Source: an optimization exercise on an open RTL-to-GDS flow (aim: small area, a short achievable clock period and few clock cycles per item). Production flows keep margins and buffers that such runs may drop. At most, simulation tests tie the RTL to the original design; equivalence was not proved.

==> inputs of build 61 <==
==> flow/design.v (excerpt) <==
module midpoint_ellipse_point_generator_unit
#(
	parameter int RADIUS_BITS = 10,
	parameter int COORD_BITS  = 12
) (
	input  wire                          clk,
	input  wire                          arst_n,
	input  wire                          psel,
	input  wire                          penable,
	input  wire                          pwrite,
	input  wire  [2:0]                   paddr,
	input  wire  [31:0]                  pwdata,
	output logic [31:0]                  prdata,
	output logic                         pready,
	input  wire                          item_valid,
	output logic                         item_ready,
	input  wire                          item_command,
	input  wire  [RADIUS_BITS-1:0]       item_radius_x,
	input  wire  [RADIUS_BITS-1:0]       item_radius_y,
	input  wire  signed [COORD_BITS-1:0] item_centre_x,
	input  wire  signed [COORD_BITS-1:0] item_centre_y,
	output logic                         result_valid,
	input  wire                          result_ready,
	output logic signed [COORD_BITS:0]   result_right_x,
  ...
Settings: LEC_CHECK=0, CAP_MARGIN=20, CORE_MARGIN=2, CORE_UTILIZATION=40, CTS_CLUSTER_DIAMETER=100, CTS_CLUSTER_SIZE=20, SLEW_MARGIN=20; clock period 11.0 ns.
standard.sh (not shown) runs the stock make flow with config.mk's settings and CLKGATE_MAP_FILE= SYNTH_SCRIPT=/design/flow/synth_recipe.tcl, a recipe that flattens the netlist after the stock synthesis.
==> flow/flow/run.sh <==
#!/bin/bash
set -euo pipefail
MARGIN=$(cat flow/margin.txt)
bash standard.sh synth > synth.log 2>&1
bash standard.sh SETUP_SLACK_MARGIN=$MARGIN finish > layout.log 2>&1
==> flow/flow/margin.txt <==
6.15
==> build 89 (differences from build 61) <==
--- a/flow/design.v
+++ b/flow/design.v
@@ -92,15 +92,15 @@
 	output logic                         result_done_res
 );
 	localparam int DW = 34;    
 	localparam int MW = 32;    
 	localparam int AW = 20;    
 	localparam int KW = 24;    
 	localparam int OW = COORD_BITS + 1;
-	localparam int DBK = 0, GBK = 0, MBK = 1;    
+	localparam int DBK = 0, GBK = 1, MBK = 1;    
 	logic       upper_n_q;     
 	logic       skip0_n_q;     
 	logic [7:1] skip_h_q;      
 	wire        upper_q = !upper_n_q;
 	wire  [7:0] skip_q  = {skip_h_q, !skip0_n_q};
 	assign pready = 1'b1;
 	always_ff @(posedge clk or negedge arst_n) begin
@@ -120,37 +120,35 @@
 	assign prdata = {24'b0, skip_h_q & {7{paddr[2]}}, !(paddr[2] ? skip0_n_q : upper_n_q)};
 	localparam logic [1:0] RG_IDLE = 2'd0, RG_FIRST = 2'd1, RG_SECOND = 2'd2, RG_DONE = 2'd3;
 	localparam logic [2:0] PH_NONE = 3'd0, PH_P1 = 3'd1, PH_I1 = 3'd2, PH_I2 = 3'd3,
 	                       PH_P2 = 3'd4, PH_F1 = 3'd5;
 	logic [1:0] region_q;
 	logic [2:0] ph_q;
 	logic [3:0] cnt_q;
-	logic [2:0] tr_q;          
+	logic [1:0] tr_q;          
 	logic [1:0] pcnt_q;        
-	logic       rdy_q;         
-	logic       sok1_q;        
+	logic       rdy_q;
 	logic       ov_q;          
 	logic signed [DW-1:0] D_q;
 	logic signed [MW-1:0] M_q, G_q;
 	logic        [AW-1:0] a_q, b_q;
 	logic        [KW-1:0] CK_q;
 	logic        [7:0]    n_q;
 	logic                 dx_q, dy_q;
 	logic        [OW-1:0] rxo_q, lxo_q, uyo_q, lyo_q;
 	logic                 lv_q, vis_q, done_q;
 	wire out_free  = !ov_q || result_ready;
-	logic ov_d;
-	wire start_ok  = sok1_q;
+	wire start_ok  = (pcnt_q == 2'd0) && out_free;
 	wire acc_step  = item_valid && rdy_q && item_command;
-	wire acc_start = item_valid && !item_command && start_ok;
+	wire acc_start = item_valid && rdy_q && !item_command && start_ok;
 	wire r1         = (region_q == RG_FIRST);
 	wire r2         = (region_q == RG_SECOND);
 	wire init_go    = acc_start;    
 	wire init_act   = (ph_q != PH_NONE);
-	wire seq_free   = !init_act && (tr_q == 3'd0);
+	wire seq_free   = !init_act && (tr_q == 2'd0);
 	wire emit       = seq_free && ((pcnt_q != 2'd0) || acc_step) && out_free;
 	wire y_zero     = (uyo_q == lyo_q);
 	wire done_now   = !(r1 || r2) || (r2 && dy_q && y_zero);
 	wire step_live  = emit && !done_now;
 	wire dneg       = D_q[DW-1];
 	wire diag       = r1 ? !dneg : dneg;
 	wire mv_x       = r1 || diag;
@@ -170,28 +168,28 @@
 	wire signed [DW-1:0] yop = ({DW{s_diag1}} & ck4) | ({DW{s_yg4}} & g4)
 	                         | ({DW{s_yg2}} & (DW'(signed'(G_q)) <<< 1))
 	                         | ({DW{s_yna4}} & ~a4) | ({DW{s_ya}} & DW'(a_q));
 	logic signed [DW-1:0] dsum;
 	mepg_add3 #(.W(DW), .BK(DBK)) u_dadd (.a(D_q), .b(xop), .c(yop), .ci(s_yna4), .s(dsum));
 	wire d_clr = init_go || (ph_q == PH_I2);
 	wire d_en  = (init_act && (ph_q != PH_P1) && (ph_q != PH_F1)) || ((ph_q == PH_P1) && bx) || f1_load
-	                  || (tr_q >= 3'd2) || step_live;
+	                  || (tr_q != 2'd0) || step_live;
 	wire signed [MW-1:0] z1 = ({MW{s_z1b}} & MW'({b_q, 1'b0})) | ({MW{s_z1ck}} & MW'(CK_q))
 	                        | ({MW{s_z1nm}} & ~M_q);
 	wire signed [MW-1:0] z2 = {MW{s_z2a}} & MW'({a_q, 1'b0});
 	logic signed [MW-1:0] gsum, msum;
 	mepg_add3 #(.W(MW), .BK(GBK)) u_gadd (.a(G_q), .b(z1), .c(z2), .ci(s_z1nm), .s(gsum));
 	mepg_add  #(.W(MW), .BK(MBK)) u_madd (.a(M_q), .b(MW'({b_q, 1'b0})), .ci(1'b0), .s(msum));
 	logic signed [MW-1:0] G_d;
 	always_comb begin
 		G_d = G_q;
 		if (init_go)                                   G_d = '0;
 		else if ((ph_q == PH_P1) && bx)                G_d = gsum;
 		else if (f1_load)                              G_d = MW'(D_q >>> 1);
-		else if ((tr_q == 3'd2) || (tr_q == 3'd3))     G_d = gsum;
+		else if ((tr_q == 2'd1) || (tr_q == 2'd2))     G_d = gsum;
 		else if (!init_act && step_live)               G_d = gsum;
 	end
 	always_ff @(posedge clk) begin
 		if (d_clr)     D_q <= '0;
 		else if (d_en) D_q <= dsum;
 		if (init_go)                                   M_q <= '0;
 		else if ((ph_q == PH_P1) && by)                M_q <= msum;
@@ -238,22 +236,21 @@
 				vis_q  <= (n_q >= skip_q);
 				lv_q   <= (n_q >= skip_q) && !upper_q;
 				done_q <= 1'b0;
 				dx_q   <= mv_x;
 				dy_q   <= mv_y;
 			end
 		end
-		if (f1_load || (tr_q == 3'd4)) begin
+		if (f1_load || (tr_q == 2'd3)) begin
 			n_q <= '0;
 		end else if (step_live && (n_q != 8'hFF)) begin
 			n_q <= n_q + 8'd1;
 		end
 	end
-	logic [1:0] pcnt_d, region_d;
-	logic [2:0] tr_d;
+	logic [1:0] pcnt_d, tr_d, region_d;
 	logic [2:0] ph_d;
 	logic [3:0] cnt_d;
 	always_comb begin
 		pcnt_d = pcnt_q + {1'b0, acc_step} - {1'b0, emit};
 		ph_d = ph_q;
 		unique case (ph_q)
 			PH_NONE: if (init_go) ph_d = PH_P1;
@@ -264,68 +261,64 @@
 			PH_F1:   ph_d = PH_NONE;
 			default: ph_d = PH_NONE;
 		endcase
 		cnt_d = cnt_q;
 		if (init_go)            cnt_d = 4'd0;
 		else if (ph_q == PH_P1) cnt_d = (cnt_q == 4'd9) ? 4'd9 : cnt_q + 4'd1;
 		else if (ph_q == PH_P2) cnt_d = cnt_q - 4'd1;
-		if (init_go || (init_act && !f1_load)) tr_d = 3'd0;
-		else if (tr_q == 3'd4)    tr_d = 3'd0;
-		else if (tr_q != 3'd0)    tr_d = tr_q + 3'd1;
-		else                      tr_d = {2'b0, (region_d == RG_FIRST) && !G_d[MW-1]};
+		if (init_go || (init_act && !f1_load)) tr_d = 2'd0;
+		else if (tr_q != 2'd0)    tr_d = tr_q + 2'd1;
+		else                      tr_d = {1'b0, (region_d == RG_FIRST) && !G_d[MW-1]};
 		region_d = region_q;
 		if (f1_load)                      region_d = RG_FIRST;
-		else if (tr_q == 3'd4)            region_d = RG_SECOND;
+		else if (tr_q == 2'd3)            region_d = RG_SECOND;
 		else if (emit && done_now && r2)  region_d = RG_DONE;
 	end
-	assign ov_d = emit || (ov_q && !result_ready);
 	wire dneg_d = d_clr ? 1'b0 : (d_en ? dsum[DW-1] : D_q[DW-1]);
-	wire st_d   = (ph_d == PH_NONE);
-	wire ntr_d  = (tr_q == 3'd0) || (tr_q == 3'd4);    
+	wire st_d   = (ph_d == PH_NONE) && (tr_d == 2'd0);
 	wire r1_d   = (region_d == RG_FIRST);
 	wire diag_d = r1_d ? !dneg_d : dneg_d;
 	wire by_d   = lyo_q[cnt_d];
 	always_ff @(posedge clk) begin
-		s_xm4   <= (ph_d == PH_I1) || (ph_d == PH_I2) || (ph_d == PH_F1) || (st_d && (r1_d ? !diag_d : diag_d) && ntr_d);
-		s_diag1 <= st_d && r1_d && diag_d && ntr_d;
-		s_xa4   <= (ph_d == PH_P1) || (st_d && !r1_d && !diag_d && ntr_d);
+		s_xm4   <= (ph_d == PH_I1) || (ph_d == PH_I2) || (ph_d == PH_F1) || (st_d && (r1_d ? !diag_d : diag_d));
+		s_diag1 <= st_d && r1_d && diag_d;
+		s_xa4   <= (ph_d == PH_P1) || (st_d && !r1_d && !diag_d);
 		s_xd    <= (ph_d == PH_P2);
-		s_xck   <= (tr_q == 3'd1) && !init_go;
-		s_xnm2  <= (tr_q == 3'd3) && !init_go;
-		s_yg4   <= st_d && !r1_d && ntr_d;
-		s_yg2   <= (ph_d == PH_I2) || ((tr_q == 3'd3) && !init_go);
-		s_yna4  <= ((tr_q == 3'd1) && !init_go) || ((ph_d == PH_P2) && by_d);
-		s_ya    <= (ph_d == PH_F1) || ((tr_q == 3'd2) && !init_go);
-		s_z1b   <= st_d && r1_d && ntr_d;
-		s_z1ck  <= (tr_q == 3'd1) && !init_go;
-		s_z1nm  <= (tr_q == 3'd2) && !init_go;
-		s_z2a   <= (ph_d != PH_NONE) || (st_d && (!r1_d || diag_d) && ntr_d);
+		s_xck   <= (tr_d == 2'd1);
+		s_xnm2  <= (tr_d == 2'd3);
+		s_yg4   <= st_d && !r1_d;
+		s_yg2   <= (ph_d == PH_I2) || (tr_d == 2'd3);
+		s_yna4  <= (tr_d == 2'd1) || ((ph_d == PH_P2) && by_d);
+		s_ya    <= (ph_d == PH_F1) || (tr_d == 2'd2);
+		s_z1b   <= st_d && r1_d;
+		s_z1ck  <= (tr_d == 2'd1);
+		s_z1nm  <= (tr_d == 2'd2);
+		s_z2a   <= (ph_d != PH_NONE) || (st_d && (!r1_d || diag_d));
 	end
 	always_ff @(posedge clk or negedge arst_n) begin
 		if (!arst_n) begin
 			region_q <= RG_IDLE;
 			ph_q     <= PH_NONE;
 			cnt_q    <= '0;
 			tr_q     <= '0;
 			pcnt_q   <= '0;
 			rdy_q    <= 1'b1;
-			sok1_q   <= 1'b1;
 			ov_q     <= 1'b0;
 		end else begin
 			pcnt_q   <= pcnt_d;
 			ph_q     <= ph_d;
 			cnt_q    <= cnt_d;
 			tr_q     <= tr_d;
 			region_q <= region_d;
 			rdy_q    <= (ph_d == PH_NONE) && (pcnt_d != 2'd2);
-			sok1_q   <= (ph_d == PH_NONE) && (pcnt_d == 2'd0) && !ov_d;
-			ov_q     <= ov_d;
+			if (emit)              ov_q <= 1'b1;
+			else if (result_ready) ov_q <= 1'b0;
 		end
 	end
-	assign item_ready         = (rdy_q && item_command) || start_ok;
+	assign item_ready         = rdy_q && (item_command || start_ok);
 	assign result_valid       = ov_q;
 	assign result_right_x     = rxo_q;
 	assign result_left_x      = lxo_q;
 	assign result_upper_y     = uyo_q;
 	assign result_lower_y     = lyo_q;
 	assign result_lower_valid = lv_q;
 	assign result_visible     = vis_q;
Settings changed: CAP_MARGIN 20 to 0, CTS_CLUSTER_DIAMETER 100 to default, CTS_CLUSTER_SIZE 20 to default, SLEW_MARGIN 20 to 0.
==> results_dict.tcl <==
set metrics [dict create \
    synthAdderAreaFrac 0.1720 \
    worst_pin_slew_ns 1.103 \
    crit_type "flop to flop" \
    bufAreaShareNonClock 0.08043 \
    use_met2 0.4170 \
    grt_usage 0.2466 \
    run_status "no timing/DRC/antenna violations" \
]
# the run above: build 89

==> results_dict.tcl <==
set metrics [dict create \
    run_status "no timing/DRC/antenna violations" \
    grt_usage 0.2373 \
    antenna_found_initial 1 \
    use_met2 0.3851 \
    bufAreaShareNonClock 0.07719 \
    worst_pin_slew_ns 0.9701 \
    synthAdderAreaFrac 0.1536 \
    num_io_pins 177 \
    synth-compound-area-share 0.2327 \
    row_count 84 \
]
# the run above: build 61

Testbench counts of build 89, summed over its fixed seeds: cycles 48,527, items 46,359.
Function not checked in build 61: the RTL went through the layout flow alone.

## port drivers added, routing unchanged
No port has a modelled driver above. Below, the same layouts with a new extraction and two added sets of constraints. Step 1 sets driving cells, clkbuf_16 on the clock port and buf_2 on the other inputs (assumed; they add their load-dependent delay and slew). Step 2 also shifts input and output timing later by t, the mid clock arrival at the registers, as if the neighbouring blocks saw the same clock. Three values: no drivers, after step 1, after step 2; two values: the first two.
| run | shift t [ns] | slack for setup (ns) | slew at the worst register clock pin (ns) |
|---|---|---|---|
| build 61 | 0.590 | 6.160 / 6.062 / 5.695 | 0.10 / 0.10 |
| build 89 | 0.599 | 5.424 / 5.424 / 5.424 | 0.06 / 0.06 |
After both steps setup and hold are still met in every run listed. For build 61, which loses most, drivers alone change the setup slack by -0.098 ns; drivers and shift together by -0.465 ns.
